From an optimization exercise on the open Yosys and OpenROAD flow, aimed at small area, a short achievable clock period and few clock cycles per item; shortcuts taken in it are not production practice.
Only simulation tests tie the RTL to the original design; equivalence was not proved.

==> flow/design.v, too long to show whole: its modules and the start of the top module <==
// module mont_redc_ws: 1112 lines
module mont_redc_ws #(
    parameter int P_WIDTH  = 64,
    parameter int W_WIDTH  = 32,
    parameter int PD_WIDTH = 2 * P_WIDTH,
    parameter int NUM_W    = P_WIDTH / W_WIDTH
) (
    input  logic                clk,
    input  logic                rst_n,
    input  logic                in_valid,
    output logic                in_ready,
    input  logic [PD_WIDTH-1:0] Mul_in,
    input  logic [P_WIDTH-1:0]  N_in,
    input  logic [W_WIDTH-1:0]  Nprime_in,
    output logic                out_valid,
    input  logic                out_ready,
    output logic [P_WIDTH-1:0]  res_out,
    output logic [P_WIDTH:0]    res_raw_out
);
  // ...
==> flow/run.sh <==
#!/bin/bash
# synth_recipe.tcl (not shown) runs the flow's synth.tcl, then flattens the netlist and writes it again
# the make line also repeats each setting of config.mk as NAME=value (left out here)
make -C /OpenROAD-flow-scripts/flow DESIGN_CONFIG=/design/flow/config.mk WORK_HOME=/design/flow/orfs CLKGATE_MAP_FILE= SYNTH_SCRIPT=/design/flow/synth_recipe.tcl finish
==> flow/config.mk <==
export PLATFORM = sky130hd
export DESIGN_NAME = mont_redc_ws
export DESIGN_NICKNAME = mont_redc_ws
export VERILOG_FILES = /design/flow/design.v
export SDC_FILE = /design/flow/constraint.sdc
export NUM_CORES = 4
export LEC_CHECK = 0
export CAP_MARGIN = 20
export CORE_MARGIN = 2
export CORE_UTILIZATION = 40
export SLEW_MARGIN = 60
==> flow/constraint.sdc <==
create_clock -name core_clock -period 16.0 [get_ports {clk}]
set_input_delay 3.2000 -clock core_clock [delete_from_list [all_inputs] [get_ports {clk}]]
set_output_delay 3.2000 -clock core_clock [all_outputs]
set_load 0.01 [all_outputs]
==> notes.md, run 1 <==
Clock-cell share=0.0319; Reg2Reg Setup Slack=approximately 8.4 ns; WL met2=around 49,000 um; Compound-Gate Fraction of Synth Area=0.167; crit end category=flop; Finished Core Util=0.467; top cells by count, synth=inv_1, fa_1, xnor2_1, a22oi_1, nand2_1; layout cell share with drive strength beyond 1=0.0532; area delta synth->final=15.8%; Tapcells=roughly 1,100; synthesized instance count=~3,600; Routed Antenna Nets=0; hold path start=out_valid; Max Used Layer=met5; WS Path Type=flop to flop; critical path depth in cells=25; met3 Resource Use GR=0.0625; grt met1 use=0.342; DR WL/cell=around 22 um; area leader, netlist=fa_1; Final Cell Area=37,600 sq um; initial core utilization=0.404; setup total negative slack=0 ns; status=finished clean; commonest non-fill, non-tap cell in the layout=inv_1; Post-Syn Area=32,500 sq um; Slew Viols, Final=0; largest net degree at the start of global routing=80; Largest Register=w; total track usage=0.255; io pins=359; Yosys top cell area share=0.201; Critical path buffers and inverters=7; Top Usage Layer GRT=met2; cts bufs inserted=35
Testbench counts, summed over its fixed seeds: cycles 52,816, items 4,800.
==> run 2: changes to the inputs <==
--- a/flow/config.mk
+++ b/flow/config.mk
@@ -8,4 +8,4 @@
 export CAP_MARGIN = 20
 export CORE_MARGIN = 2
 export CORE_UTILIZATION = 40
-export SLEW_MARGIN = 60
+export SLEW_MARGIN = 20
==> run 2 against run 1 <==
  * Final area fell by 1.9%
  * Utilization is 0.88 points lower
  * Cell count fell by 0.40%
  * Sequential share of layout area grew 0.31 points
  * Synthesized area unchanged
  * Die area stayed put
  * Critical path depth shrank 4
  * Worst hold slack better by 0.0014 ns
  * Still clean
==> notes.md, run 2 <==
commonest non-fill, non-tap cell in the layout=inv_1; CTS tree=yes; Post-Syn Area per Cell=8.91 sq um; clock-pin transition on the worst setup and hold timing paths=~0.060 ns; nets@finish=4,443; Unique masters post-synth=82; Hold Slack=roughly 0.54 ns; initial antenna violation count=9; IO buf count=~330; Top Registers=w x66, n_q x64, r x64; Routed Antenna Nets=0 (unchanged); syn_nets=about 4,400; final hold violation count=0; Worst Path Arrival=8.71 ns; Finished Core Util=0.459 (-0.00884); Vert. Die Dim=between 200 and 300 um; Die Width=approximately 290 um; Worst-Margin Slew=roughly 1.1 ns; count leader, synth=inv_1; Post-Syn Area=32,500 sq um (unchanged); worst skew pair latency=around 0.61 ns; largest net degree at the start of global routing=80 (unchanged); Die ar.=83,400 sq um; WS Path Type=flop to flop; top cells by count, synth=inv_1, fa_1, xnor2_1, a22oi_1, nand2_1; Post-CTS Setup Repair Bufs=0; fmax=between 100 and 150 MHz; synthesized instance count=3,642 (unchanged); Main synth FF type=edfxtp_1; Slew Viols, Final=0 (unchanged); minimum clock period=between 8 and 9 ns; total grt overflow=0; top post-synthesis cells by area=fa_1, edfxtp_1, xnor2_1; Pre-antenna DRT Iters=6; Max-Slew Margin vs Limit=0.257; CP Launch Type=flop; Max Used Layer=met5; setup violators final=0; row count=roughly 100; fraction of registers with async set/reset=0; WL met2=48,400 um (-0.96%); clock tree buffer depth=3; layout cell share with drive strength beyond 1=0.0378 (-0.0153); post-DR vias/cell=between 5 and 6; cts bufs inserted=30 (-14%); area delta synth->final=13.6%; fin cells=~4,800; vias in the first global route=26,700; io pins=359 (unchanged); flops & latches, synth=roughly 240; number of flip-flops in the largest register=66; most frequent cells in the layout=inv_1, clkdlybuf4s50_1, xnor2_1, fa_1, a22oi_1; Hold-fix buffers, CTS=0; clk_skew=approximately 0.015 ns; routed length on met1=between 40,000 and 50,000 um; initial DRC count=roughly 2,200; Hold Path Class=flop to flop; # clock sinks=around 240; H-tree Lvls=1; Yosys top cell area share=0.201 (unchanged); max_cap viols=0; Post-CTS Resized=0; placed wire-length estimate=80,600 um; Total Wirelength=~110,000 um; placed cells=~4,700; area leader, netlist=fa_1; CTS root buf=clkbuf_16; global-route wire length before repair=between 150,000 and 200,000 um; Post-synth EDFFs=147; period utilisation layout=0.519; total track usage=0.253 (-0.00185); crit end category=flop; DRC violation count after routing=0; core box area=80,400 sq um; Critical Path RT=16.40 ns; setup total negative slack=0 ns (unchanged); WL met3=between 9000 and 10,000 um; DR WL/cell=22.3 um (+0.38%); RSZ-0062 raised after global routing=false; RD Place Congestion=around 0.90; status=finished clean; post-synthesis sequential area ratio=0.196; Ys Warns=3; Max FO, Critical Path=40; routed via count=26,100; Largest Register=w; initial core utilization=0.404 (unchanged)
==> run 2: cell counts after synthesis <==
Identical to the previous run, type by type.
==> run 2: worst max-delay path: stages, from the launching register on <==
cell      delay (ns)
edfxtp_1        0.40
inv_2           0.06
buf_4           0.48
ha_2            0.77
buf_4           0.63
a22oi_1         0.20
xnor2_1         0.19
fa_1            0.46
fa_1            0.52
fa_1            0.56
inv_1           0.04
ha_1            0.47
nand4_1         0.29
a211oi_1        0.29
o211ai_1        0.17
o211ai_1        0.23
nand3_1         0.32
a32oi_1         0.62
a41o_1          0.36
o21ai_0         0.36
o211ai_1        0.30
nor3b_1         0.32
==> run 2: cell type report <==
cell class	instances	area, sq um
repair buffers	372	3640
fillers	7929	43500
well taps	1060	1330
multi-input cells	2486	22400
diodes	3	7.51
inverters	568	2130
clock inverters	22	186
flip-flops and latches	244	6370
clock buffers	34	840
==> run 2: logic make-up (layout without fill, tap and decap cells) <==
| logic type | count (synthesis) | count (layout) | share of synthesized area |
|---|---|---|---|
| adders and majority gates | 513 | 513 | 0.273 |
| buffers and inverters | 912 | 996 | 0.117 |
| DFF | 244 | 244 | 0.196 |
| xor gates and xnor gates | 463 | 463 | 0.125 |
| muxes | 128 | 128 | 0.0404 |
| other | 0 | 3 | 0 |
| AOI/OAI and AO/OA | 813 | 813 | 0.167 |
| and+or+nand+nor | 569 | 569 | 0.0817 |
==> run 2: final timing paths <==
kind                  start         to  slack, ns  cells past startpoint
setup reg to reg     q_q[3]      w[62]       7.69                     21
setup / recovery     q_q[3]      w[62]       7.69                     21
hold / removal    out_valid  out_valid       0.54                      2
hold reg to reg   out_valid  out_valid       0.54                      2
==> run 2: routing by layer <==
| layer | global-route usage | vias up |
|---|---|---|
| met5 | 0 | - |
| met2 | 0.402 | 1083 |
| met3 | 0.0567 | 175 |
| li1 | - | 12100 |
| met1 | 0.342 | 12800 |
| met4 | 0.0794 | 4 |
==> run 2: per-stage QoR <==
stage          instance area, sq um  worst slack [ns]
6_report                      36900              7.69
4_1_cts                       36900              7.72
5_1_grt                       36900              7.34
3_5_place_dp                  35800              7.79
3_3_place_gp                  35800              7.79
2_1_floorplan                 32500              7.50

-- separate check: timing with driven ports --
The flow's constraints put no driver on any port. The routed layouts listed below were extracted and timed again, unchanged, in two steps. Step 1: set_driving_cell puts a clkbuf_16 on clk and a buf_2 on each other input, an assumption about the parent block. Step 2 moves the port delays by t, midway between the first and last clock arrival at a register: inputs arrive t later, outputs are due t later. That takes back most of the time a late clock gives input paths. Three values: ideal, step 1, step 2; two values: the first two.
run | t, ns | slack for setup (ns) | hold slack, ns | latest minus earliest clock arrival (ns) | worst data-port slew with drivers (ns)
run 1 | 0.616 | 8.368 / 8.368 / 8.368 | 0.541 / 0.541 / 0.541 | 0.028 / 0.028 | 0.13
run 2 | 0.673 | 7.695 / 7.695 / 7.695 | 0.542 / 0.542 / 0.542 | 0.015 / 0.015 | 0.12
After both steps setup and hold are still met in every run listed.
